What follows belongs to an exercise in optimizing a design on an open flow for small area; a production flow would make more cautious choices.
In this exercise RTL edits were held to simulation tests only and were not proved equivalent to the original.
Power figures rest on the tool's default switching activity, not on a simulated workload. The clock port is modelled as an ideal driver; clocking choices that lean on that would not hold on a real chip.

==> design.v <==
`timescale 1ns/1ps
module cpu_top (
	input  logic clk,
	input  logic reset,
	output logic [31:0] mem_addr,
	output logic [7:0] mem_wdata,
	output logic mem_read,
	output logic mem_write,
	input  logic [7:0] mem_rdata,
	input  logic mem_ready,
	output logic [31:0] debug
);
	localparam logic [2:0] S_INIT = 3'd0;   
	localparam logic [2:0] S_FETCH = 3'd1;  
	localparam logic [2:0] S_WX = 3'd2;     
	localparam logic [2:0] S_EXEC = 3'd3;   
	localparam logic [2:0] S_ADDR = 3'd4;   
	localparam logic [2:0] S_MEM = 3'd5;    
	localparam logic [2:0] S_WW = 3'd6;     
	localparam logic [2:0] S_WB = 3'd7;     
	logic [2:0] state;
	logic [4:0] ph;
	logic [4:0] cnt;   
	logic rdy_q;
	logic [31:0] ir;
	logic [31:0] mar;
	logic [31:0] t;
	logic [31:0] p;
	logic [31:0] d;
	logic [4:0] flags;
	logic cy;
	logic zacc;
	logic last;
	wire [6:0] op = ir[6:0];
	wire [4:0] oc = ir[11:7];
	wire [4:0] oa = ir[16:12];
	wire [14:0] ob = ir[31:17];
	wire op_mov = op == 7'h00;
	wire op_ldl = op == 7'h01;
	wire op_ldh = op == 7'h02;
	wire op_add = op == 7'h10;
	wire op_sub = op == 7'h11;
	wire op_or = op == 7'h12;
	wire op_and = op == 7'h13;
	wire op_addi = op == 7'h18;
	wire op_ori = op == 7'h1A;
	wire op_andi = op == 7'h1B;
	wire op_rsbi = op == 7'h1C;
	wire op_stb = op == 7'h20;
	wire op_sth = op == 7'h21;
	wire op_stw = op == 7'h22;
	wire op_ldbu = op == 7'h23;
	wire op_ldbs = op == 7'h24;
	wire op_ldhu = op == 7'h25;
	wire op_ldhs = op == 7'h26;
	wire op_ldw = op == 7'h27;
	wire op_cmp = op == 7'h30;
	wire op_cmpi = op == 7'h31;
	wire op_br = op == 7'h32;
	wire is_store = op_stb | op_sth | op_stw;
	wire is_load = op_ldbu | op_ldbs | op_ldhu | op_ldhs | op_ldw;
	wire is_mem = is_store | is_load;
	wire is_alu_wr = op_mov | op_ldl | op_ldh | op_add | op_sub | op_or | op_and |
		op_addi | op_ori | op_andi | op_rsbi;
	wire is_cmp = op_cmp | op_cmpi;
	wire taken = op_br && (flags & oa) != 5'd0;
	wire needs_exec = is_alu_wr | is_cmp | taken;
	wire [1:0] lastbeat = (op_stb | op_ldbu | op_ldbs) ? 2'd0 :
		(op_sth | op_ldhu | op_ldhs) ? 2'd1 : 2'd3;
	wire [31:0] rbits;
	assign rbits[0] = d[ph];
	wire wr_en;
	wire [4:0] wr_idx;
	wire wbit;
	genvar gi;
	generate
		for (gi = 1; gi < 32; gi++) begin : g_reg
			logic [31:0] r;
			always_ff @(posedge clk) begin
				r <= {(wr_en && wr_idx == 5'(gi)) ? wbit : r[0], r[31:1]};
			end
			assign rbits[gi] = r[0];
		end
	endgenerate
	wire [4:0] idx2 = (is_mem | op_ldh) ? oc : ob[4:0];
	wire a_bit = rbits[oa];
	wire p2_bit = rbits[idx2];
	wire [15:0] i16 = {oa[0], ob};
	wire imm16 = i16[ph[3:0]];
	wire lo15 = ph < 5'd15;
	wire lo16 = ~ph[4];
	wire imm_s = lo15 ? imm16 : ob[14];
	wire imm_z = lo15 & imm16;
	wire use_reg_b = op_add | op_sub | op_or | op_and | op_cmp;
	wire use_z = op_ori | op_andi;
	wire yraw = use_reg_b ? p2_bit : (use_z ? imm_z : imm_s);
	wire xraw = is_mem ? p2_bit : (op_br ? mar[0] : a_bit);
	wire inv_x = op_rsbi;
	wire inv_y = op_sub | op_cmp | op_cmpi;
	wire x = xraw ^ inv_x;
	wire y = yraw ^ inv_y;
	wire ci = (ph == 5'd0) ? (inv_x | inv_y) : cy;
	wire sum = x ^ y ^ ci;
	wire co = (x & y) | (ci & (x ^ y));
	logic res;
	always_comb begin
		if (op_mov) res = a_bit;
		else if (op_ldl) res = lo16 & imm16;
		else if (op_ldh) res = lo16 ? p2_bit : imm16;
		else if (op_or | op_ori) res = a_bit | yraw;
		else if (op_and | op_andi) res = a_bit & yraw;
		else res = sum;
	end
	wire zin = (ph == 5'd0) | zacc;
	wire f_eq = zin & ~sum;
	wire f_ltu = ~co;
	wire f_gtu = co & ~f_eq;
	wire f_lts = sum ^ ci ^ co;
	wire f_gts = ~f_lts & ~f_eq;
	wire in_range = (lastbeat == 2'd3) | (lastbeat == 2'd1 & ~ph[4]) | (lastbeat == 2'd0 & ph[4:3] == 2'd0);
	wire tpos = (lastbeat == 2'd0) ? t[24] : (lastbeat == 2'd1) ? t[16] : t[0];
	wire ld_bit = in_range ? tpos : ((op_ldbs | op_ldhs) & last);
	assign wbit = (state == S_WB) ? ld_bit : res;
	assign wr_en = (state == S_EXEC && is_alu_wr) || (state == S_WB && is_load);
	assign wr_idx = is_load ? oa : oc;
	wire mem_slot = state == S_MEM && cnt[2:0] == 3'd0;
	wire strobe = rdy_q && (state == S_FETCH || mem_slot);
	wire mem_shift = state == S_MEM && (cnt[2:0] != 3'd0 || rdy_q);
	wire rot = state == S_INIT || state == S_EXEC || state == S_ADDR || state == S_WB;
	wire tin = (state == S_MEM) ? mem_rdata[cnt[2:0]] : (state == S_ADDR) ? a_bit : wbit;
	wire mar_shift = state == S_INIT || state == S_ADDR || state == S_WB || (state == S_EXEC && op_br);
	wire mar_in = (state == S_INIT) ? (ph == 5'd21) : (state == S_WB) ? p[0] : sum;
	assign mem_read = rdy_q && (state == S_FETCH || (mem_slot && is_load));
	assign mem_write = rdy_q && mem_slot && is_store;
	assign mem_addr = mar;
	assign mem_wdata = t[7:0];
	assign debug = d;
	always_ff @(posedge clk or posedge reset) begin
		if (reset) begin
			state <= S_INIT;
			ph <= 5'd0;
		end else begin
			ph <= ph + 5'd1;
			case (state)
				S_INIT: if (ph == 5'd31) state <= S_FETCH;
				S_FETCH: if (rdy_q && cnt[4:3] == 2'd3) state <= S_WX;
				S_WX: begin
					if (is_mem) begin
						if (ph == 5'd31) state <= S_ADDR;
					end else if (!needs_exec) begin
						state <= S_FETCH;
					end else if (ph == 5'd31) begin
						state <= S_EXEC;
					end
				end
				S_EXEC: if (ph == 5'd31) state <= S_FETCH;
				S_ADDR: if (ph == 5'd31) state <= S_MEM;
				S_MEM: if (cnt[2:0] == 3'd7 && cnt[4:3] == lastbeat) state <= S_WW;
				S_WW: if (ph == 5'd31) state <= S_WB;
				default: if (ph == 5'd31) state <= S_FETCH;
			endcase
		end
	end
	always_ff @(posedge clk) begin
		rdy_q <= mem_ready;
		cy <= co;
		zacc <= f_eq;
		last <= ld_bit;
		p <= {(state == S_ADDR) ? mar[0] : p[0], p[31:1]};
		if (rot) cnt <= 5'd0;
		else if (state == S_FETCH && rdy_q) cnt <= cnt + 5'd8;
		else if (mem_shift) cnt <= cnt + 5'd1;
		if (state == S_FETCH && rdy_q) ir <= {mem_rdata, ir[31:8]};
		if (mar_shift) mar <= {mar_in, mar[31:1]};
		else if (strobe) mar <= mar + 32'd1;
		if (rot || mem_shift) t <= {tin, t[31:1]};
		if (wr_en && wr_idx == 5'd0 && ph == 5'd31) d <= {tin, t[31:1]};
		if (state == S_INIT) flags <= 5'd0;
		else if (state == S_EXEC && is_cmp && ph == 5'd31) flags <= {f_eq, f_gtu, f_ltu, f_gts, f_lts};
	end
endmodule
==> run.sh <==
#!/bin/bash
# synth_recipe.tcl (not shown) runs the flow's synth.tcl, then flattens the netlist and writes it again
# the make line also repeats each setting of config.mk as NAME=value (left out here)
make -C /OpenROAD-flow-scripts/flow DESIGN_CONFIG=/design/flow/config.mk WORK_HOME=/design/flow/orfs CLKGATE_MAP_FILE= SYNTH_SCRIPT=/design/flow/synth_recipe.tcl finish
==> config.mk <==
export PLATFORM = sky130hd
export DESIGN_NAME = cpu_top
export DESIGN_NICKNAME = cpu_top
export VERILOG_FILES = /design/flow/design.v
export SDC_FILE = /design/flow/constraint.sdc
export NUM_CORES = 4
export LEC_CHECK = 0
export CAP_MARGIN = 20
export CORE_MARGIN = 2
export CORE_UTILIZATION = 40
export SLEW_MARGIN = 20
==> constraint.sdc <==
create_clock -name core_clock -period 9.0 [get_ports {clk}]
set_input_delay 1.8000 -clock core_clock [delete_from_list [all_inputs] [get_ports {clk}]]
set_output_delay 1.8000 -clock core_clock [all_outputs]
set_load 0.01 [all_outputs]
==> run_results.csv, run 1 <==
group,metric,value,unit
pwr,ir_drop,193,uV
logic_synthesis,ys_seq_area_share,85.4,%
timing,worst_pin_slew,1.05,ns
timing,rsz0062_at_grt,"false",
setup_path,r2r-end,"t[31]",
setup_path,rrSetupSlack,2.81,ns
place,io_buffers,84,
global_routing,grt_pass1_wl,72.9,mm
setup_path,cp-start-kind,"register",
floorplan,fp.dieArea,74800,um^2
pwr,power.static_leakage,13.2,nW
logic_synthesis,synthCells,1793,
place,routabilityCongestion,0.807,
drt,wl,45.5,mm
drt,antenna_left,0,
clocking,ctsLongestPathBuffers,3,
global_routing,grt_max_degree,50,
global_routing,track_usage,12.4,%
setup_path,worstPathMaxFanout,32,
floorplan,fp.dieW,274,um
setup_path,crit_required,9.44,ns
global_routing,overflow,0,
floorplan,std_cell_rows,98,
timing,min_period,6.19,ns
floorplan,initial_core_util,40.5,%
floorplan,die_y,274,um
setup_path,arrival,6.63,ns
global_routing,antenna_found_initial,3,
hold_path,whs_path_depth,0,
logic_synthesis,ys_ff_latch,1174,
layout,n_antenna_cell,0,
logic_synthesis,syn-num-nets,1815,
clocking,cts_made_buffers,101,
clocking,post_cts_buffers,0,
outcome,status,"finished clean",
clocking,clk-insertion-delay-late,0.67,ns
layout,area_growth,18.6,%
place,place_worst_setup_slack,2.74,ns
hold_path,min_from,"g_reg[23].r[12]",
setup_path,crit_chain,"nor3b_2, o21ai_2, mux2i_2, mux4_2, nand3_1, o2111ai_1, o211ai_1, mux2i_1, fa_1, inv_1, a2111oi_0, a21oi_1, o21ai_1, nand3b_4, a31oi_1",
global_routing,grt_pass1_vias,13100,
clocking,cts_tree,"built",
drt,drtIter0Drc,886,
timing,final.setup.tns,0,ns
clocking,ctsHoldBuffers,0,
logic_synthesis,synth_area_per_cell,16.2,um^2
hold_path,min_path_type,"reg2reg",
timing,period_share,68.8,%
place,hpwl,28.0,mm
drt,drc,0,
timing,setup_ws,2.81,ns
layout,layout_commonest_cell,"dfxtp_1",
floorplan,ios,85,
drt,vias,13000,
setup_path,slowest_stage,"a2111oi_0",
setup_path,critPathKind,"reg2reg",
clocking,post_cts_resized,0,
clocking,htreeDepth,3,
logic_synthesis,synth.distinct_cells,82,
timing,fmax,161,MHz
layout,mostFrequentLayoutCells,"dfxtp_1 (1038), edfxtp_1 (128), clkbuf_16 (103), clkdlybuf4s50_1 (84), nand2_1 (79)",
setup_path,crit_buf_inv,1,
setup_path,slowest_delay,0.86,ns
pwr,power.density,322,nW/um^2
setup_path,r2r_start,"ir[0]",
timing,fin_skew,0.0597,ns
setup_path,r2r_cells,15,
floorplan,coreArea,71700,um^2
logic_synthesis,syn-cell-area,29100,um^2
setup_path,end_kind,"register",
drt,drt-pass1-iter-count,5,
logic_synthesis,ys_async_sr_fraction,0.681,%
clocking,clock-sinks,1174,
setup_path,crit_family,"compound AO/OA/AOI/OAI gates",
layout,drive_above_1_share,11.1,%
logic_synthesis,synth-edff-count,128,
setup_path,cp.depth,15,
hold_path,hold-path-endpoint,"g_reg[23].r[11]",
timing,finalMaxSlewViolations,0,
layout,fin_nets,1953,
run,cap_violations,0,
drt,vias_per_cell,4.39,
timing,relSlewSlack,29.9,%
drt,wl_per_cell,15.3,um
clocking,clk_pin_slew,0.06,ns
clocking,root_buffer,"clkbuf_16",
timing,hold_viol_final,0,
logic_synthesis,ys.flop_type,"dfxtp_1",
logic_synthesis,yosys_warnings,1,
timing,final-setup-viol-count,0,
==> area by class of cell <==
class,count,area [um^2]
clock inverters,44,589
inverters,25,93.8
repair buffers,91,913
flip-flops and latches,1174,24800
clock buffers,146,2990
well taps,950,1190
multi-input cells,538,3870
fillers,6001,37300
==> report_power, final <==
group	leakage, nW	internal, mW	total [mW]	switching (mW)
Sequential	9.66	5.54	5.77	0.228
Combinational	1.78	0.372	0.874	0.502
Clock	1.75	2.60	4.45	1.85
Total	13.2	8.51	11.1	2.58
==> worst max path at each step <==
stage          start  endpoint  slack [ns]
5_1_grt        ir[0]     t[31]        2.34
6_report       ir[0]     t[31]        2.81
3_5_place_dp   ph[0]     d[31]        2.74
2_1_floorplan  ir[6]     d[31]        4.36
4_1_cts        ph[0]     t[31]        2.73
3_3_place_gp   ph[0]     d[31]        2.89
==> kinds of logic after synthesis <==
kind of cell | count (synthesis) | synth area share (%)
buf+inv | 81 | 1.36
fa+ha+maj | 12 | 0.573
xor+xnor | 36 | 1.08
mux | 60 | 2.98
flops | 1174 | 85.4
simple gates | 240 | 4.09
compound gates | 190 | 4.49
==> registers in the layout, indices dropped and copies added (netlist names), 3 cells and up <==
register  cells
ir           32
cnt           5
t            32
mar          32
state         3
d            32
ph            5
p            32
g.r         992
flags         5
==> worst reg2reg max path: stages, from the launching register on <==
cell and delay [ns]:
edfxtp_1 0.70, nor3b_2 0.15, o21ai_2 0.54, mux2i_2 0.55, mux4_2 0.56, nand3_1 0.10, o2111ai_1 0.16, o211ai_1 0.27
mux2i_1 0.23, fa_1 0.67, inv_1 0.06, a2111oi_0 0.86, a21oi_1 0.17, o21ai_1 0.26, nand3b_4 0.37, a31oi_1 0.38
==> synth_stat cells (all sizes together) (8+ instances only) <==
library cell / count / area [um^2]
a21oi: 48 / 240
a41oi: 32 / 310
and2: 8 / 50.1
and3: 10 / 62.6
buf: 27 / 190
clkbuf: 29 / 110
dfrtp: 8 / 200
dfxtp: 1038 / 20800
edfxtp: 128 / 3840
ha: 9 / 113
inv: 25 / 93.8
mux2i: 33 / 334
mux4: 20 / 454
nand2: 80 / 308
nand3: 26 / 130
nand4: 11 / 68.8
nor2: 56 / 210
nor3: 9 / 50.1
nor3b: 8 / 65.1
o21ai: 55 / 279
xnor2: 13 / 114
xor2: 23 / 201
==> routing by layer <==
metal  share of wire [%]  up-vias  global-route usage [%]
met2                  43      287                    18.6
met1                  49     6271                    17.4
met4                 2.9        0                    4.75
met5                   0        -                       0
met3                 4.4      104                    2.92
li1                    -     6381                       -
==> through the flow <==
stage	instance area (um^2)	cells	total power [mW]	hold slack, ns	util (%)
after floorplan	29100	1793	6.41	0.310	-
after global placement	30900	2777	6.73	0.310	43.0
after detailed placement	30900	2778	6.76	0.312	43.0
after CTS	34500	2968	11.2	0.268	48.0
after global routing	34500	2968	11.6	0.297	48.1
final	34500	2968	11.1	0.276	48.1
==> run 2: changes to the inputs <==
--- a/config.mk
+++ b/config.mk
@@ -9,3 +9,6 @@
 export CORE_MARGIN = 2
 export CORE_UTILIZATION = 40
+export CTS_BUF_LIST = sky130_fd_sc_hd__clkbuf_16
+export CTS_CLUSTER_DIAMETER = 100
+export CTS_CLUSTER_SIZE = 30
 export SLEW_MARGIN = 20
==> run_results.csv, run 2 <==
group,metric,value,unit
clocking,post_cts_resized,0,
clocking,post_cts_buffers,0,
layout,top_register,"g.r",
drt,m1WireLength,21.9,mm
timing,fin_skew,0.0349,ns
floorplan,ios,85,
global_routing,grt_pass1_vias,12400,
place,hpwl,28.0,mm
drt,drt-pass1-iter-count,5,
global_routing,grt_pass1_wl,69.5,mm
pwr,power.static_leakage,12.1,nW
layout,fin_nets,1898,
pwr,ir_drop,169,uV
logic_synthesis,synth_top_area_share,71.5,%
setup_path,slowest_delay,0.71,ns
logic_synthesis,synth_top_area_cell,"dfxtp_1",
clocking,ctsLongestPathBuffers,3,
logic_synthesis,ys.flop_type,"dfxtp_1",
timing,fmax,166,MHz
logic_synthesis,synthCells,1793,
floorplan,fp.dieArea,74800,um^2
setup_path,worstPathMaxFanout,32,
floorplan,initial_core_util,40.5,%
drt,wl,43.6,mm
drt,wl_met2,18.8,mm
logic_synthesis,yosys_warnings,1,
logic_synthesis,synth.distinct_cells,82,
drt,vias,12500,
global_routing,grt_max_degree,50,
global_routing,track_usage,11.7,%
setup_path,critPathKind,"reg2reg",
layout,drive_above_1_share,5.62,%
timing,period_share,66.9,%
timing,worst_pin_slew,1.03,ns
drt,vias_per_cell,4.41,
hold_path,min_path_type,"reg2reg",
place,dpl_cell_area,30900,um^2
clocking,root_buffer,"clkbuf_16",
drt,drtIter0Drc,758,
logic_synthesis,synth_most_common_cell,"dfxtp_1",
setup_path,end_kind,"register",
timing,relSlewSlack,30.8,%
floorplan,fp.dieW,274,um
timing,final.setup.tns,0,ns
clocking,clock-sinks,1174,
setup_path,crit_path_start,"ir[0]",
setup_path,r2r_start,"ir[0]",
layout,multi_input_area,3870,um^2
global_routing,overflow,0,
setup_path,crit_family,"compound AO/OA/AOI/OAI gates",
drt,drc,0,
layout,n_fill_cell,6217,
drt,wl_met3,1.65,mm
timing,rsz0062_at_grt,"false",
logic_synthesis,ys_ff_latch,1174,
place,place_worst_setup_slack,2.74,ns
layout,layout_commonest_cell,"dfxtp_1",
place,routabilityCongestion,0.807,
setup_path,r2r-end,"t[31]",
setup_path,crit_required,9.44,ns
logic_synthesis,synth_area_per_cell,16.2,um^2
place,io_buffers,84,
global_routing,antenna_found_initial,2,
floorplan,coreArea,71700,um^2
setup_path,slowest_stage,"edfxtp_1",
clocking,clk-insertion-delay-late,0.63,ns
timing,finalMaxSlewViolations,0,
logic_synthesis,ys_async_sr_fraction,0.681,%
logic_synthesis,synth-edff-count,128,
layout,seqCellArea,24800,um^2
setup_path,crit_buf_inv,1,
layout,largest_reg_flops,992,
clocking,clk_pin_slew,0.11,ns
outcome,status,"finished clean",
setup_path,cp-start-kind,"register",
setup_path,cp.depth,15,
drt,routed.top_layer,"met4",
setup_path,rrSetupSlack,2.98,ns
timing,hold_viol_final,0,
floorplan,die_y,274,um
layout,area_growth,10.8,%
run,cap_violations,0,
logic_synthesis,ys_top_cells_by_count,"dfxtp_1 (1038), edfxtp_1 (128), nand2_1 (79)",
timing,min_period,6.02,ns
timing,setup_ws,2.98,ns
layout,n_antenna_cell,0,
drt,wl_per_cell,15.4,um
clocking,htreeDepth,2,
drt,antenna_left,0,
setup_path,crit_chain,"nor3b_2, o21ai_2, mux2i_2, mux4_2, nand3_1, o2111ai_1, o211ai_1, mux2i_1, fa_1, inv_1, a2111oi_1, a21oi_1, o21ai_1, nand3b_4, a31oi_1",
setup_path,arrival,6.46,ns
logic_synthesis,syn-num-nets,1815,
setup_path,r2r_cells,15,
logic_synthesis,syn-cell-area,29100,um^2
clocking,cts_tree,"built",
clocking,ctsHoldBuffers,0,
clocking,cts_made_buffers,46,
layout,stdcell_area,32200,um^2
layout,post-route-util,44.9,%
logic_synthesis,ys_seq_area_share,85.4,%
floorplan,std_cell_rows,98,
timing,final-setup-viol-count,0,
pwr,power.density,281,nW/um^2
setup_path,crit_path_end,"t[31]",
layout,mostFrequentLayoutCells,"dfxtp_1 (1038), edfxtp_1 (128), clkdlybuf4s50_1 (84), nand2_1 (79), nor2_1 (56)",
logic_synthesis,synthTopCellsByArea,"dfxtp_1 (72%), edfxtp_1 (13%), mux4_2 (1.5%)",
## run 2: routing by layer
metal  GRT usage [%]  vias up
met5               0        -
met4            4.00        0
met3            1.89       68
met2            17.9      213
met1            17.0     6047
li1                -     6170
## run 2: worst reg2reg max path, delay by kind of cell, from the launching register on
kind            cells  cell delay (ns)
compound gates      7             2.45
fa+ha+maj           1             0.66
buf+inv             1             0.06
flops               1             0.71
mux                 3             1.34
simple gates        3             0.62
## run 2: through the flow
step | cells | power [mW] | hold WS (ns)
CTS | 2836 | 9.17 | 0.314
global route | 2836 | 9.47 | 0.310
floorplan | 1793 | 6.41 | 0.310
global placement | 2777 | 6.73 | 0.310
detailed placement | 2778 | 6.76 | 0.312
finish | 2836 | 9.06 | 0.309
## run 2: final cells by class
class | count | share of cell area [%]
multi-input combinational | 538 | 12.0
timing repair buffer | 91 | 2.84
clock buffer | 46 | 3.57
inverter | 25 | 0.291
clock inverter | 12 | 0.493
tap | 950 | 3.69
sequential | 1174 | 77.1
## run 2: report_power, final
group          internal (mW)  switching, mW  total [mW]
Combinational          0.373          0.498       0.871
Clock                  0.960           1.47        2.43
Sequential              5.54          0.226        5.76
Total                   6.87           2.19        9.06
## run 2: worst min-delay path by stage
stage                     slack, ns       startpoint              end  cells after the start
after floorplan                0.31   g_reg[10].r[1]   g_reg[10].r[0]                      0
after global placement         0.31   g_reg[4].r[11]   g_reg[4].r[10]                      0
after detailed placement       0.31  g_reg[18].r[27]  g_reg[18].r[26]                      0
after CTS                      0.31   g_reg[1].r[21]   g_reg[1].r[20]                      0
after global routing           0.31   g_reg[1].r[21]   g_reg[1].r[20]                      0
final                          0.31   g_reg[6].r[25]   g_reg[6].r[24]                      0
## run 2: kinds of logic (layout without fill, tap and decap cells)
| kind of cell | Yosys count | in the layout | synth area share [%] |
|---|---|---|---|
| flip-flops | 1174 | 1174 | 85.4 |
| AND/OR/NAND/NOR | 240 | 240 | 4.09 |
| AO/OA/AOI/OAI | 190 | 190 | 4.49 |
| buffers and inverters | 81 | 174 | 1.36 |
| multiplexers | 60 | 60 | 2.98 |
| XOR/XNOR | 36 | 36 | 1.08 |
| adder cells (fa/ha/maj) | 12 | 12 | 0.573 |
==> run 3: changes to the inputs <==
--- a/design.v
+++ b/design.v
@@ -23,5 +23,8 @@
 	logic [4:0] cnt;   
 	logic rdy_q;
-	logic [31:0] ir;
+	localparam int IW = 8;
+	logic [23:0] ir;
+	logic fix;
+	logic fixing;
 	logic [31:0] mar;
 	logic [31:0] t;
@@ -31,9 +34,9 @@
 	logic cy;
 	logic zacc;
-	logic last;
-	wire [6:0] op = ir[6:0];
-	wire [4:0] oc = ir[11:7];
-	wire [4:0] oa = ir[16:12];
-	wire [14:0] ob = ir[31:17];
+	wire [31:0] iw = {mem_rdata, ir};
+	wire [6:0] op = iw[6:0];
+	wire [4:0] oc = iw[11:7];
+	wire [4:0] oa = iw[16:12];
+	wire [14:0] ob = iw[31:17];
 	wire op_mov = op == 7'h00;
 	wire op_ldl = op == 7'h01;
@@ -96,8 +99,8 @@
 	wire yraw = use_reg_b ? p2_bit : (use_z ? imm_z : imm_s);
 	wire xraw = is_mem ? p2_bit : (op_br ? mar[0] : a_bit);
-	wire inv_x = op_rsbi;
-	wire inv_y = op_sub | op_cmp | op_cmpi;
-	wire x = xraw ^ inv_x;
-	wire y = yraw ^ inv_y;
+	wire inv_x = op_rsbi & ~fixing;
+	wire inv_y = (op_sub | op_cmp | op_cmpi) & ~fixing;
+	wire x = (fixing ? mar[0] : xraw) ^ inv_x;
+	wire y = (fixing ? (ph == 5'(IW)) : yraw) ^ inv_y;
 	wire ci = (ph == 5'd0) ? (inv_x | inv_y) : cy;
 	wire sum = x ^ y ^ ci;
@@ -120,17 +123,19 @@
 	wire in_range = (lastbeat == 2'd3) | (lastbeat == 2'd1 & ~ph[4]) | (lastbeat == 2'd0 & ph[4:3] == 2'd0);
 	wire tpos = (lastbeat == 2'd0) ? t[24] : (lastbeat == 2'd1) ? t[16] : t[0];
-	wire ld_bit = in_range ? tpos : ((op_ldbs | op_ldhs) & last);
+	wire ld_bit = in_range ? tpos : ((op_ldbs | op_ldhs) & cy);
 	assign wbit = (state == S_WB) ? ld_bit : res;
 	assign wr_en = (state == S_EXEC && is_alu_wr) || (state == S_WB && is_load);
 	assign wr_idx = is_load ? oa : oc;
 	wire mem_slot = state == S_MEM && cnt[2:0] == 3'd0;
-	wire strobe = rdy_q && (state == S_FETCH || mem_slot);
-	wire mem_shift = state == S_MEM && (cnt[2:0] != 3'd0 || rdy_q);
+	wire strobe = rdy_q && !fix && (state == S_FETCH || mem_slot);
+	wire mem_shift = state == S_MEM && (cnt[2:0] != 3'd0 || strobe);
 	wire rot = state == S_INIT || state == S_EXEC || state == S_ADDR || state == S_WB;
 	wire tin = (state == S_MEM) ? mem_rdata[cnt[2:0]] : (state == S_ADDR) ? a_bit : wbit;
-	wire mar_shift = state == S_INIT || state == S_ADDR || state == S_WB || (state == S_EXEC && op_br);
+	wire mar_shift = state == S_INIT || state == S_ADDR || state == S_WB || (state == S_EXEC && op_br) ||
+		fixing;
+	wire go = ph == 5'd31 && (!fix || fixing);
 	wire mar_in = (state == S_INIT) ? (ph == 5'd21) : (state == S_WB) ? p[0] : sum;
-	assign mem_read = rdy_q && (state == S_FETCH || (mem_slot && is_load));
-	assign mem_write = rdy_q && mem_slot && is_store;
+	assign mem_read = strobe && (state == S_FETCH || is_load);
+	assign mem_write = strobe && state == S_MEM && is_store;
 	assign mem_addr = mar;
 	assign mem_wdata = t[7:0];
@@ -144,11 +149,11 @@
 			case (state)
 				S_INIT: if (ph == 5'd31) state <= S_FETCH;
-				S_FETCH: if (rdy_q && cnt[4:3] == 2'd3) state <= S_WX;
+				S_FETCH: if (strobe && cnt[4:3] == 2'd3) state <= S_WX;
 				S_WX: begin
 					if (is_mem) begin
-						if (ph == 5'd31) state <= S_ADDR;
+						if (go) state <= S_ADDR;
 					end else if (!needs_exec) begin
-						state <= S_FETCH;
-					end else if (ph == 5'd31) begin
+						if (!fix) state <= S_FETCH;
+					end else if (go) begin
 						state <= S_EXEC;
 					end
@@ -164,14 +169,26 @@
 	always_ff @(posedge clk) begin
 		rdy_q <= mem_ready;
-		cy <= co;
+		cy <= (state == S_WB) ? ld_bit : co;
 		zacc <= f_eq;
-		last <= ld_bit;
 		p <= {(state == S_ADDR) ? mar[0] : p[0], p[31:1]};
 		if (rot) cnt <= 5'd0;
-		else if (state == S_FETCH && rdy_q) cnt <= cnt + 5'd8;
+		else if (state == S_FETCH && strobe) cnt <= cnt + 5'd8;
 		else if (mem_shift) cnt <= cnt + 5'd1;
-		if (state == S_FETCH && rdy_q) ir <= {mem_rdata, ir[31:8]};
+		if (state == S_FETCH && strobe && cnt[4:3] != 2'd3) ir <= {mem_rdata, ir[23:8]};
 		if (mar_shift) mar <= {mar_in, mar[31:1]};
-		else if (strobe) mar <= mar + 32'd1;
+		else if (strobe) mar[IW-1:0] <= mar[IW-1:0] + IW'(1);
+		if (state == S_INIT || state == S_WB) begin
+			fix <= 1'b0;
+			fixing <= 1'b0;
+		end else if (fixing) begin
+			if (ph == 5'd31) begin
+				fix <= 1'b0;
+				fixing <= 1'b0;
+			end
+		end else if (fix) begin
+			if (ph == 5'd31) fixing <= 1'b1;
+		end else if (strobe && mar[IW-1:0] == '1) begin
+			fix <= 1'b1;
+		end
 		if (rot || mem_shift) t <= {tin, t[31:1]};
 		if (wr_en && wr_idx == 5'd0 && ph == 5'd31) d <= {tin, t[31:1]};
==> flow/run.sh (new file) <==
#!/bin/bash
set -o pipefail
cp standard.sh standard.sh.txt
export BUFFER_PORTS_ARGS="-buffer_cell sky130_fd_sc_hd__buf_1"
export CTS_ARGS="-sink_clustering_enable -repair_clock_nets -sink_clustering_size 30 -sink_clustering_max_diameter 100 -buf_list sky130_fd_sc_hd__clkbuf_16 -dont_use_dummy_load"
bash standard.sh > standard.log 2>&1
==> standard.sh (new file) <==
#!/bin/bash
# synth_recipe.tcl (not shown) runs the flow's synth.tcl, then flattens the netlist and writes it again
# the make line also repeats each setting of config.mk as NAME=value (left out here)
make -C /OpenROAD-flow-scripts/flow DESIGN_CONFIG=/design/flow/config.mk WORK_HOME=/design/flow/orfs CLKGATE_MAP_FILE= SYNTH_SCRIPT=/design/flow/synth_recipe.tcl "${@:-finish}"
removed: run.sh
==> run_results.csv, run 3 <==
group,metric,value,unit
pwr,power.static_leakage,11.6,nW
drt,vias_per_cell,4.42,
global_routing,track_usage,11.7,%
drt,vias,12100,
timing,hold_viol_final,0,
timing,min_period,5.27,ns
setup_path,arrival,5.61,ns
floorplan,fp.dieArea,73300,um^2
run,cap_violations,0,
floorplan,die_y,271,um
clocking,clk-insertion-delay-late,0.60,ns
logic_synthesis,synth_top_area_share,73.1,%
timing,setup_ws,3.73,ns
clocking,post_cts_buffers,0,
logic_synthesis,synthCells,1710,
timing,fmax,190,MHz
clocking,clock-sinks,1167,
drt,drtIter0Drc,789,
place,hpwl,27.6,mm
timing,fin_skew,0.0433,ns
clocking,cts_made_buffers,45,
clocking,cts_tree,"built",
logic_synthesis,ys.flop_type,"dfxtp_1",
logic_synthesis,syn-cell-area,28500,um^2
logic_synthesis,synthTopCellsByArea,"dfxtp_1 (73%), edfxtp_1 (13%), mux4_2 (1.7%)",
setup_path,critPathKind,"reg2reg",
global_routing,overflow,0,
layout,top_register,"g.r",
clocking,ctsHoldBuffers,0,
clocking,htreeDepth,2,
floorplan,std_cell_rows,97,
logic_synthesis,yosys_warnings,1,
setup_path,slowest_stage,"nor4b_4",
pwr,ir_drop,159,uV
layout,area_growth,8.62,%
timing,final-setup-viol-count,0,
layout,mostFrequentLayoutCells,"dfxtp_1 (1039), edfxtp_1 (120), buf_1 (84), nand2_1 (69), o21ai_0 (57)",
timing,final.setup.tns,0,ns
logic_synthesis,ys_top_cells_by_count,"dfxtp_1 (1039), edfxtp_1 (120), nand2_1 (69)",
floorplan,initial_core_util,40.5,%
floorplan,coreArea,70300,um^2
logic_synthesis,ys_ff_latch,1167,
place,place_worst_setup_slack,3.23,ns
global_routing,grt_max_degree,39,
logic_synthesis,synth-edff-count,120,
place,dpl_cell_area,29800,um^2
logic_synthesis,synth_top_area_cell,"dfxtp_1",
pwr,total_power,8.74,mW
setup_path,crit_required,9.33,ns
drt,drc,0,
drt,wl_per_cell,15.6,um
global_routing,grt_pass1_wl,67.6,mm
logic_synthesis,synth.distinct_cells,83,
logic_synthesis,synth_most_common_cell,"dfxtp_1",
logic_synthesis,synth_area_per_cell,16.6,um^2
clocking,ctsLongestPathBuffers,3,
layout,n_antenna_cell,0,
timing,relSlewSlack,35.5,%
layout,drive_above_1_share,7.28,%
drt,antenna_left,0,
layout,largest_reg_flops,992,
floorplan,fp.dieW,271,um
logic_synthesis,syn-num-nets,1732,
logic_synthesis,ys_seq_area_share,86.4,%
layout,post-route-util,44.0,%
clocking,post_cts_resized,0,
pwr,power.density,283,nW/um^2
global_routing,grt_pass1_vias,11900,
timing,worst_pin_slew,0.965,ns
global_routing,antenna_found_initial,0,
logic_synthesis,ys_async_sr_fraction,0.686,%
layout,fin_nets,1824,
timing,finalMaxSlewViolations,0,
setup_path,worstPathMaxFanout,32,
drt,wl,42.9,mm
floorplan,ios,85,
clocking,clk_pin_slew,0.10,ns
place,io_buffers,84,
hold_path,min_path_type,"reg2reg",
outcome,status,"finished clean",
place,routabilityCongestion,0.870,
setup_path,cp-start-kind,"register",
clocking,root_buffer,"clkbuf_16",
timing,period_share,58.6,%
setup_path,end_kind,"register",
setup_path,crit_chain,"nor4b_4, a22oi_2, nand2_4, mux2_4, a221o_1, o211ai_2, a31oi_1, xnor2_1, o21ai_1, fa_1, a22oi_1, and3_1, o31ai_1, nor2_2, buf_4, o31ai_2",
layout,n_fill_cell,6186,
setup_path,slowest_delay,0.75,ns
drt,drt-pass1-iter-count,5,
layout,layout_commonest_cell,"dfxtp_1",
layout,stdcell_area,30900,um^2
timing,rsz0062_at_grt,"false",
==> run 3: cell count changes after synthesis, sizes merged, moves of 9 or more <==
cell and change:
a21oi -28, a31oi +10, a41oi -31, clkbuf -9, mux2i -14, nand2 -10, nand3 +11, nor2 -16
o41ai +25, or2 +9, xor2 -18
==> run 3: critical path, delay by kind of cell, from the launching register on <==
family	cells	cell delay, ns
simple gates	4	1.25
mux	1	0.31
compound gates	8	1.75
buf+inv	1	0.38
fa+ha+maj	1	0.54
flops	1	0.61
xor+xnor	1	0.15
==> run 3: power breakdown <==
group	switching [mW]	internal [mW]	leakage (nW)
combinational	0.483	0.236	1.36
sequential	0.216	5.55	9.63
clock	1.36	0.903	0.555
total	2.06	6.68	11.6
==> run 3: through the flow <==
| stage | std cells | hold WS [ns] |
|---|---|---|
| CTS | 2739 | 0.316 |
| global placement | 2694 | 0.310 |
| finish | 2740 | 0.309 |
| floorplan | 1710 | 0.310 |
| detailed placement | 2694 | 0.312 |
| global route | 2740 | 0.322 |
==> run 3: worst paths after layout <==
path                                     start             end  slack (ns)  cells past startpoint
min in group asynchronous                reset        state[0]        1.16                      2
max in group asynchronous                reset           ph[2]        7.53                      2
worst max-delay path                     ir[3]           d[31]        3.73                     16
worst max register to register           ir[3]           d[31]        3.73                     16
worst min register to register  g_reg[6].r[30]  g_reg[6].r[29]        0.31                      0
worst min-delay path            g_reg[6].r[30]  g_reg[6].r[29]        0.31                      0
==> run 3: per-layer routing <==
metal / part of all wire (%) / vias up / GRT usage [%]
met5: 0 / - / 0
met1: 49 / 5882 / 16.7
met3: 5.1 / 84 / 2.69
li1: - / 5898 / -
met4: 3.1 / 0 / 4.48
met2: 42 / 248 / 17.2
==> run 3: area by class of cell <==
| cell class | count | area, um^2 | share of cell area (%) |
|---|---|---|---|
| timing repair buffer | 94 | 410 | 1.33 |
| tap | 940 | 1180 | 3.80 |
| sequential | 1167 | 24600 | 79.6 |
| multi-input combinational | 471 | 3510 | 11.4 |
| inverter | 23 | 86.3 | 0.279 |
| clock buffer | 45 | 1130 | 3.64 |
==> run 3: cells by family (layout without fill, tap and decap cells) <==
family,Yosys count,after routing,share of synthesized area (%)
AOI/OAI and AO/OA,176,176,4.52
xor gates and xnor gates,10,10,0.308
muxes,50,50,2.79
buffers and inverters,72,162,1.32
DFF,1167,1167,86.4
and+or+nand+nor,224,224,4.09
adders and majority gates,11,11,0.536
==> run 4: changes to the inputs <==
==> flow/run.sh (replaced) <==
#!/bin/bash
set -o pipefail
cp standard.sh standard.sh.txt
export BUFFER_PORTS_ARGS="-buffer_cell sky130_fd_sc_hd__buf_1"
export CTS_ARGS="-sink_clustering_enable -repair_clock_nets -sink_clustering_size 20 -sink_clustering_max_diameter 60 -buf_list sky130_fd_sc_hd__clkbuf_8 -dont_use_dummy_load"
bash standard.sh > standard.log 2>&1
==> run_results.csv, run 4 <==
group,metric,value,unit
outcome,status,"finished clean",
logic_synthesis,ys_async_sr_fraction,0.686,%
logic_synthesis,synth_area_per_cell,16.6,um^2
drt,wl_per_cell,15.7,um
layout,largest_reg_flops,992,
logic_synthesis,ys_ff_latch,1167,
clocking,clk_pin_slew,0.10,ns
logic_synthesis,syn-cell-area,28500,um^2
layout,multi_input_area,3510,um^2
timing,worst_pin_slew,0.971,ns
place,io_buffers,84,
layout,n_fill_cell,6193,
layout,mostFrequentLayoutCells,"dfxtp_1 (1039), edfxtp_1 (120), buf_1 (84), clkbuf_8 (70), nand2_1 (69)",
floorplan,die_y,271,um
pwr,power.density,278,nW/um^2
setup_path,r2r_cells,16,
logic_synthesis,synthTopCellsByArea,"dfxtp_1 (73%), edfxtp_1 (13%), mux4_2 (1.7%)",
clocking,clock-sinks,1167,
logic_synthesis,synthCells,1710,
timing,fmax,189,MHz
drt,vias,12200,
place,hpwl,27.6,mm
timing,fin_hold_ws,0.271,ns
floorplan,ios,85,
hold_path,whs_path_depth,0,
floorplan,std_cell_rows,97,
run,cap_violations,0,
global_routing,grt_max_degree,39,
logic_synthesis,ys_top_cells_by_count,"dfxtp_1 (1039), edfxtp_1 (120), nand2_1 (69)",
logic_synthesis,syn-num-nets,1732,
drt,vias_per_cell,4.41,
timing,rsz0062_at_grt,"false",
layout,top_register,"g.r",
layout,area_growth,8.08,%
logic_synthesis,synth-edff-count,120,
clocking,post_cts_buffers,0,
clocking,htreeDepth,3,
layout,seqCellArea,24600,um^2
setup_path,end_kind,"register",
clocking,post_cts_resized,0,
global_routing,grt_pass1_wl,68.3,mm
setup_path,arrival,5.69,ns
setup_path,rrSetupSlack,3.72,ns
setup_path,crit_required,9.41,ns
global_routing,grt_pass1_vias,12100,
pwr,ir_drop,140,uV
floorplan,initial_core_util,40.5,%
drt,antenna_left,0,
logic_synthesis,synth_top_area_cell,"dfxtp_1",
clocking,ctsLongestPathBuffers,3,
drt,drc,0,
floorplan,fp.dieW,271,um
layout,drive_above_1_share,8.55,%
pwr,power.static_leakage,11.5,nW
timing,fin_skew,0.0713,ns
layout,stdcell_area,30800,um^2
logic_synthesis,synth.distinct_cells,83,
global_routing,antenna_found_initial,1,
logic_synthesis,synth_most_common_cell,"dfxtp_1",
setup_path,r2r_start,"ir[3]",
logic_synthesis,yosys_warnings,1,
clocking,ctsHoldBuffers,0,
logic_synthesis,synth_top_area_share,73.1,%
clocking,cts_tree,"built",
floorplan,fp.dieArea,73300,um^2
place,routabilityCongestion,0.870,
layout,fin_nets,1849,
logic_synthesis,ys_seq_area_share,86.4,%
setup_path,r2r-end,"t[31]",
drt,wl,43.3,mm
hold_path,min_from,"g_reg[16].r[16]",
timing,relSlewSlack,35.1,%
timing,final.setup.tns,0,ns
hold_path,hold-path-endpoint,"g_reg[16].r[15]",
logic_synthesis,ys.flop_type,"dfxtp_1",
hold_path,min_path_type,"reg2reg",
floorplan,coreArea,70300,um^2
drt,drtIter0Drc,706,
setup_path,cp-start-kind,"register",
drt,drt-pass1-iter-count,5,
timing,period_share,58.7,%
clocking,root_buffer,"clkbuf_8",
timing,final-setup-viol-count,0,
timing,hold_viol_final,0,
layout,layout_commonest_cell,"dfxtp_1",
timing,finalMaxSlewViolations,0,
clocking,clk-insertion-delay-late,0.68,ns
timing,min_period,5.28,ns
clocking,cts_made_buffers,70,
setup_path,critPathKind,"reg2reg",
setup_path,worstPathMaxFanout,32,
place,dpl_cell_area,29800,um^2
global_routing,track_usage,11.9,%
global_routing,overflow,0,
==> run 4: cell counts after synthesis <==
No cell type changed its count.
==> run 4: area by class of cell <==
cell class,count,share of cell area [%]
multi-input cells,471,11.4
inverters,23,0.281
flip-flops and latches,1167,80.0
clock buffers,70,3.13
well taps,940,3.82
repair buffers,94,1.33
diodes,4,0.0325
==> run 4: worst max path at each step <==
stage	start	endpoint	slack [ns]	depth (start not counted)
global route	ir[3]	t[31]	3.37	16
finish	ir[3]	t[31]	3.72	16
global placement	mem_rdata[7]	d[31]	3.31	14
detailed placement	mem_rdata[7]	t[31]	3.23	14
CTS	ph[0]	t[31]	3.63	16
floorplan	mem_rdata[4]	d[31]	3.94	13
==> run 4: power by group <==
part	switching [mW]	internal, mW
logic	0.483	0.236
clock network	1.37	0.706
registers	0.215	5.55
total	2.07	6.49
==> run 4: metrics by stage <==
step                worst slack [ns]  cells  util [%]  power [mW]
detailed placement              3.23   2694      42.4        6.58
CTS                             3.63   2764      43.7        8.66
global route                    3.37   2768      43.8        8.96
global placement                3.31   2694      42.3        6.57
floorplan                       3.94   1710         -        6.33
finish                          3.72   2769      43.8        8.56
==> run 4: cell families after synthesis <==
| group | synth area share (%) |
|---|---|
| and+or+nand+nor | 4.09 |
| muxes | 2.79 |
| buffers and inverters | 1.32 |
| DFF | 86.4 |
| adders and majority gates | 0.536 |
| AOI/OAI and AO/OA | 4.52 |
| xor gates and xnor gates | 0.308 |
==> run 4: worst max-delay path: stages (launching register included) <==
cell      delay (ns)
edfxtp_1        0.60
nor4b_4         0.75
a22oi_2         0.36
nand2_4         0.22
mux2_4          0.31
a221o_1         0.33
o211ai_2        0.27
a31oi_1         0.15
xnor2_1         0.15
o21ai_1         0.28
fa_1            0.54
a22oi_1         0.17
and3_1          0.17
o31ai_1         0.08
nor2_2          0.11
buf_4           0.38
o31ai_2         0.13
==> run 4: per-layer routing <==
layer | share of wire, % | track usage [%] | wire [um] | vias up
li1 | - | - | - | 5951
met4 | 3.5 | 4.99 | 1500 | 0
met2 | 42 | 17.2 | 18100 | 273
met5 | 0 | 0 | 0 | -
met1 | 49 | 16.6 | 21200 | 5900
met3 | 5.8 | 3.45 | 2520 | 97
==> run 5: changes to the inputs <==
==> flow/run.sh (replaced) <==
#!/bin/bash
set -o pipefail
cp standard.sh standard.sh.txt
export BUFFER_PORTS_ARGS="-buffer_cell sky130_fd_sc_hd__buf_1"
export CTS_ARGS="-sink_clustering_enable -repair_clock_nets -sink_clustering_size 36 -sink_clustering_max_diameter 80 -buf_list sky130_fd_sc_hd__clkbuf_16 -dont_use_dummy_load"
bash standard.sh > standard.log 2>&1
==> run_results.csv, run 5 <==
group,metric,value,unit
clocking,cts_tree,"built",
logic_synthesis,synth_xor_area_share,0.308,%
setup_path,worstPathMaxFanout,32,
setup_path,rrSetupSlack,3.70,ns
layout,post-route-util,43.9,%
clocking,clk-insertion-delay-late,0.60,ns
drt,antenna_left,0,
logic_synthesis,ys.flop_type,"dfxtp_1",
floorplan,coreArea,70300,um^2
place,routabilityCongestion,0.870,
clocking,post_cts_buffers,0,
layout,fin_nets,1821,
logic_synthesis,yosys_warnings,1,
drt,drt-pass1-iter-count,5,
logic_synthesis,syn-num-nets,1732,
drt,wl,42.9,mm
clocking,clock-sinks,1167,
timing,finalMaxSlewViolations,0,
floorplan,std_cell_rows,97,
layout,layout_commonest_cell,"dfxtp_1",
setup_path,end_kind,"register",
timing,fin_hold_ws,0.263,ns
layout,largest_reg_flops,992,
layout,stdcell_area,30800,um^2
setup_path,crit_chain,"nor4b_4, a22oi_2, nand2_4, mux2_4, a221o_1, o211ai_2, a31oi_1, xnor2_1, o21ai_1, fa_1, a22oi_1, and3_1, o31ai_1, nor2_2, buf_4, o31ai_2",
logic_synthesis,synth_compound_gate_area_share,4.52,%
logic_synthesis,synth-edff-count,120,
drt,wl_per_cell,15.7,um
timing,final-setup-viol-count,0,
setup_path,slowest_delay,0.76,ns
timing,relSlewSlack,35.4,%
clocking,htreeDepth,2,
logic_synthesis,synth_fa_ha_area_share,0.536,%
timing,fin_skew,0.0746,ns
layout,area_growth,8.36,%
global_routing,grt_pass1_vias,11800,
setup_path,critPathKind,"reg2reg",
setup_path,crit_family,"compound AO/OA/AOI/OAI gates",
clocking,ctsHoldBuffers,0,
global_routing,track_usage,11.6,%
global_routing,grt_pass1_wl,67.3,mm
logic_synthesis,synthMuxAreaShare,2.79,%
timing,period_share,58.9,%
setup_path,cp.depth,16,
clocking,post_cts_resized,0,
global_routing,antenna_found_initial,1,
setup_path,slowest_stage,"nor4b_4",
logic_synthesis,ys_ff_latch,1167,
timing,min_period,5.30,ns
floorplan,fp.dieW,271,um
setup_path,arrival,5.63,ns
drt,drc,0,
floorplan,die_y,271,um
setup_path,r2r-end,"t[31]",
hold_path,min_path_type,"reg2reg",
logic_synthesis,synth_top_family_by_area,"compound AO/OA/AOI/OAI gates",
logic_synthesis,synthCells,1710,
setup_path,r2r_start,"ir[3]",
global_routing,overflow,0,
run,cap_violations,0,
logic_synthesis,syn-cell-area,28500,um^2
logic_synthesis,synthTopCellsByArea,"dfxtp_1 (73%), edfxtp_1 (13%), mux4_2 (1.7%)",
drt,vias_per_cell,4.41,
setup_path,crit_path_start,"ir[3]",
clocking,cts_made_buffers,42,
timing,rsz0062_at_grt,"false",
place,hpwl,27.6,mm
pwr,ir_drop,181,uV
logic_synthesis,synthSimpleGateAreaFrac,4.09,%
timing,fmax,189,MHz
global_routing,grt_max_degree,39,
layout,final_cells,2738,
logic_synthesis,synth_most_common_cell,"dfxtp_1",
logic_synthesis,synth_top_area_share,73.1,%
layout,mostFrequentLayoutCells,"dfxtp_1 (1039), edfxtp_1 (120), buf_1 (84), nand2_1 (69), o21ai_0 (57)",
outcome,status,"finished clean",
logic_synthesis,ys_async_sr_fraction,0.686,%
floorplan,initial_core_util,40.5,%
logic_synthesis,synth_top_area_cell,"dfxtp_1",
timing,setup_ws,3.70,ns
layout,top_register,"g.r",
floorplan,ios,85,
setup_path,crit_required,9.33,ns
place,place_worst_setup_slack,3.23,ns
clocking,clk_pin_slew,0.12,ns
drt,vias,12100,
clocking,root_buffer,"clkbuf_16",
pwr,total_power,8.68,mW
setup_path,crit_buf_inv,1,
logic_synthesis,synth.distinct_cells,83,
setup_path,cp-start-kind,"register",
place,dp_cells,2694,
floorplan,fp.dieArea,73300,um^2
setup_path,crit_path_end,"t[31]",
clocking,ctsLongestPathBuffers,3,
logic_synthesis,ys_top_cells_by_count,"dfxtp_1 (1039), edfxtp_1 (120), nand2_1 (69)",
layout,drive_above_1_share,7.12,%
pwr,power.density,282,nW/um^2
timing,hold_viol_final,0,
logic_synthesis,ys_seq_area_share,86.4,%
timing,worst_pin_slew,0.967,ns
drt,drtIter0Drc,755,
setup_path,r2r_cells,16,
logic_synthesis,synth_area_per_cell,16.6,um^2
timing,final.setup.tns,0,ns
place,io_buffers,84,
place,dpl_cell_area,29800,um^2
pwr,power.static_leakage,11.5,nW
[run 5: worst min-delay path by stage]
stage	endpoint	start	cells past startpoint
after detailed placement	g_reg[20].r[4]	g_reg[20].r[5]	0
after global placement	g_reg[20].r[14]	g_reg[20].r[15]	0
after global routing	g_reg[16].r[7]	g_reg[16].r[8]	0
after floorplan	g_reg[10].r[0]	g_reg[10].r[1]	0
final	g_reg[16].r[7]	g_reg[16].r[8]	0
after CTS	g_reg[20].r[12]	g_reg[20].r[13]	0
[run 5: area by class of cell]
| cell class | count | area [um^2] |
|---|---|---|
| Multi-Input combinational cell | 471 | 3510 |
| Sequential cell | 1167 | 24600 |
| Fill cell | 6172 | 39400 |
| Inverter | 23 | 86.3 |
| Timing Repair Buffer | 94 | 410 |
| Antenna cell | 1 | 2.50 |
| Clock buffer | 42 | 1050 |
| Tap cell | 940 | 1180 |
[run 5: where the power goes]
group / switching, mW / internal (mW) / leakage (nW)
Sequential: 0.215 / 5.55 / 9.63
Combinational: 0.483 / 0.236 / 1.36
Clock: 1.36 / 0.847 / 0.518
Total: 2.05 / 6.63 / 11.5
[run 5: worst reg2reg max path, stage by stage, from the launching register on]
cell and delay, ns:
edfxtp_1 0.61, nor4b_4 0.76, a22oi_2 0.37, nand2_4 0.23, mux2_4 0.31, a221o_1 0.33, o211ai_2 0.26, a31oi_1 0.14
xnor2_1 0.15, o21ai_1 0.28, fa_1 0.54, a22oi_1 0.17, and3_1 0.17, o31ai_1 0.08, nor2_2 0.11, buf_4 0.38
o31ai_2 0.14
[run 5: cell families after synthesis]
| family | after synthesis |
|---|---|
| flip-flops | 1167 |
| AND/OR/NAND/NOR | 224 |
| AO/OA/AOI/OAI | 176 |
| buffers and inverters | 72 |
| multiplexers | 50 |
| adder cells (fa/ha/maj) | 11 |
| XOR/XNOR | 10 |
[run 5: metal layers]
metal  share of wire, %  vias up  wire length [um]  GRT usage [%]
li1                   -     5902                 -              -
met1                 50     5828             21500           16.9
met2                 42      268             17900           17.1
met3                5.1       80              2190           2.57
met4                2.9        0              1260           4.20
met5                  0        -                 0              0
==> run 6: changes to the inputs <==
==> run.sh (new file) <==
#!/bin/bash
# synth_recipe.tcl (not shown) runs the flow's synth.tcl, then flattens the netlist and writes it again
# the make line also repeats each setting of config.mk as NAME=value (left out here)
make -C /OpenROAD-flow-scripts/flow DESIGN_CONFIG=/design/flow/config.mk WORK_HOME=/design/flow/orfs CLKGATE_MAP_FILE= SYNTH_SCRIPT=/design/flow/synth_recipe.tcl finish
removed: flow/run.sh
removed: standard.sh
==> run_results.csv, run 6 <==
group,metric,value,unit
outcome,status,"finished clean",
layout,largest_reg_flops,992,
global_routing,grt_max_degree,33,
layout,area_growth,10.9,%
place,routabilityCongestion,0.831,
logic_synthesis,ys_ff_latch,1167,
clocking,ctsLongestPathBuffers,3,
layout,stdcell_area,31600,um^2
logic_synthesis,ys.flop_type,"dfxtp_1",
logic_synthesis,ys_async_sr_fraction,0.686,%
logic_synthesis,ys_top_cells_by_count,"dfxtp_1 (1039), edfxtp_1 (120), nand2_1 (69)",
global_routing,track_usage,11.9,%
logic_synthesis,synth_most_common_cell,"dfxtp_1",
timing,hold_viol_final,0,
drt,drt-pass1-iter-count,5,
logic_synthesis,synth.distinct_cells,83,
timing,final-setup-viol-count,0,
timing,fmax,182,MHz
logic_synthesis,syn-cell-area,28500,um^2
logic_synthesis,synthCells,1710,
logic_synthesis,synth-edff-count,120,
clocking,cts_made_buffers,45,
timing,rsz0062_at_grt,"false",
setup_path,crit_path_frequent_cell,"mux4_2",
drt,wl,43.4,mm
clocking,root_buffer,"clkbuf_16",
clocking,clock-sinks,1167,
floorplan,ios,85,
timing,finalMaxSlewViolations,0,
timing,fin_skew,0.0210,ns
place,hpwl,27.7,mm
setup_path,crit_chain,"clkdlybuf4s50_1, mux4_2, mux4_2, a211oi_1, a31oi_1, xnor2_1, o21ai_1, fa_1, a22oi_1, and3_1, o31ai_1, nor2_2, buf_4, o31ai_2",
logic_synthesis,ys_seq_area_share,86.4,%
floorplan,coreArea,70300,um^2
clocking,htreeDepth,2,
logic_synthesis,syn-num-nets,1732,
logic_synthesis,synthTopCellsByArea,"dfxtp_1 (73%), edfxtp_1 (13%), mux4_2 (1.7%)",
drt,drtIter0Drc,752,
logic_synthesis,yosys_warnings,1,
pwr,ir_drop,241,uV
hold_path,min_path_type,"reg2reg",
setup_path,arrival,5.87,ns
setup_path,crit_buf_inv,2,
layout,drive_above_1_share,7.56,%
setup_path,slowest_delay,0.56,ns
layout,mostFrequentLayoutCells,"dfxtp_1 (1039), edfxtp_1 (120), clkdlybuf4s50_1 (84), nand2_1 (69), o21ai_0 (57)",
global_routing,grt_pass1_vias,12000,
drt,wl_per_cell,15.8,um
layout,post-route-util,44.9,%
floorplan,fp.dieW,271,um
global_routing,grt_pass1_wl,68.6,mm
floorplan,die_y,271,um
clocking,post_cts_buffers,0,
drt,antenna_left,0,
layout,layout_commonest_cell,"dfxtp_1",
logic_synthesis,synth_top_area_share,73.1,%
setup_path,crit_required,9.37,ns
layout,top_register,"g.r",
pwr,power.density,283,nW/um^2
pwr,power.static_leakage,11.9,nW
logic_synthesis,synth_area_per_cell,16.6,um^2
place,io_buffers,84,
setup_path,cp-start-kind,"primary input",
run,cap_violations,0,
timing,period_share,61.2,%
clocking,clk-insertion-delay-late,0.63,ns
setup_path,worstPathMaxFanout,32,
timing,worst_pin_slew,0.955,ns
clocking,ctsHoldBuffers,0,
drt,vias_per_cell,4.41,
global_routing,antenna_found_initial,3,
drt,vias,12100,
floorplan,std_cell_rows,97,
timing,min_period,5.51,ns
layout,fin_nets,1824,
setup_path,slowest_stage,"mux4_2",
floorplan,fp.dieArea,73300,um^2
drt,drc,0,
setup_path,crit_family,"compound AO/OA/AOI/OAI gates",
clocking,cts_tree,"built",
setup_path,critPathKind,"in2reg",
floorplan,initial_core_util,40.5,%
timing,final.setup.tns,0,ns
logic_synthesis,synth_top_area_cell,"dfxtp_1",
layout,n_fill_cell,6135,
setup_path,end_kind,"register",
clocking,clk_pin_slew,0.11,ns
global_routing,overflow,0,
place,dpl_cell_area,30300,um^2
clocking,post_cts_resized,0,
timing,relSlewSlack,35.3,%
[run 6: final cells by class]
type,count,area [um^2],share of cell area [%]
inverters,23,86.3,0.273
well taps,940,1180,3.73
multi-input cells,471,3510,11.1
flip-flops and latches,1167,24600,77.9
repair buffers,94,916,2.90
clock inverters,11,120,0.380
clock buffers,46,1150,3.65
diodes,1,2.50,0.00793
[run 6: cell families after synthesis]
kind of cell	share of synthesized area (%)
AO/OA/AOI/OAI	4.52
multiplexers	2.79
adder cells (fa/ha/maj)	0.536
XOR/XNOR	0.308
AND/OR/NAND/NOR	4.09
flip-flops	86.4
buffers and inverters	1.32
[run 6: power by group]
group,internal (mW),switching (mW)
Clock,0.959,1.44
Combinational,0.314,0.476
Sequential,5.55,0.216
[run 6: worst register-to-register path, cell delays in order (launching register included)]
cell and delay, ns:
dfrtp_1 0.85, mux4_2 0.35, mux2i_1 0.07, o211ai_1 0.50
a21oi_1 0.16, o41ai_2 0.57, nand2_1 0.22, o211ai_1 0.22
mux2_2 0.18, o221ai_1 0.20, fa_1 0.67, a22oi_1 0.09
and3_1 0.21, o31ai_1 0.08, nor2_2 0.06, buf_4 0.25
o41ai_1 0.51
[run 6: path summary, 6_finish.rpt]
| kind | slack (ns) | startpoint | endpoint | depth (start not counted) |
|---|---|---|---|---|
| setup / recovery | 3.49 | mem_rdata[6] | d[31] | 14 |
| hold / removal | 0.32 | g_reg[17].r[25] | g_reg[17].r[24] | 0 |
| setup reg to reg | 3.69 | ph[3] | g_reg[22].r[31] | 16 |
| hold reg to reg | 0.32 | g_reg[17].r[25] | g_reg[17].r[24] | 0 |
| max in group asynchronous | 7.37 | reset | state[1] | 2 |
| min in group asynchronous | 1.41 | reset | ph[3] | 2 |
[run 6: stage by stage]
step	setup slack (ns)	std cells	total power [mW]	hold slack [ns]
after detailed placement	2.88	2695	6.68	0.312
after CTS	3.50	2752	9.06	0.320
after floorplan	3.94	1710	6.33	0.310
after global routing	3.28	2752	9.34	0.321
final	3.49	2753	8.95	0.324
after global placement	2.99	2695	6.66	0.310
[run 6: routing by layer]
metal	up-vias	GRT usage, %	wire length [um]
li1	5919	-	-
met1	5918	17.2	22000
met4	0	4.03	1040
met5	-	0	0
met3	74	1.90	1590
met2	227	18.1	18700

-- re-timing with driven ports --
In the flow no input, the clock included, has a driving cell. The finished layouts below were timed again as built, in two steps.
Step 1 sets driving cells, clkbuf_16 on the clock port and buf_2 on the other inputs (assumed; they add their load-dependent delay and slew).
Step 2 times the ports against the registers' clock, not the clock port: input delays grow and output delays shrink by t, the midpoint of the rising clock arrivals with the driver on.
Slacks: ideal ports / drivers / drivers and shift; pairs: ideal ports / drivers.
| run | t, ns | setup slack, ns | worst setup path at the end | pins driven straight from the clock port |
|---|---|---|---|---|
| run 1 | 0.701 | 2.806 / 2.806 / 2.806 | register to register | 1 |
| run 2 | 0.673 | 2.978 / 2.978 / 2.978 | register to register | 1 |
| run 3 | 0.637 | 3.727 / 3.727 / 3.242 | input to register | 1 |
| run 4 | 0.697 | 3.721 / 3.721 / 3.269 | input to register | 1 |
| run 5 | 0.617 | 3.699 / 3.699 / 3.272 | input to register | 1 |
| run 6 | 0.671 | 3.494 / 3.501 / 2.856 | input to register | 1 |
After both steps every run listed still meets setup and hold. For run 6, which loses most, drivers alone change the setup slack by +0.007 ns; drivers and shift together by -0.638 ns.
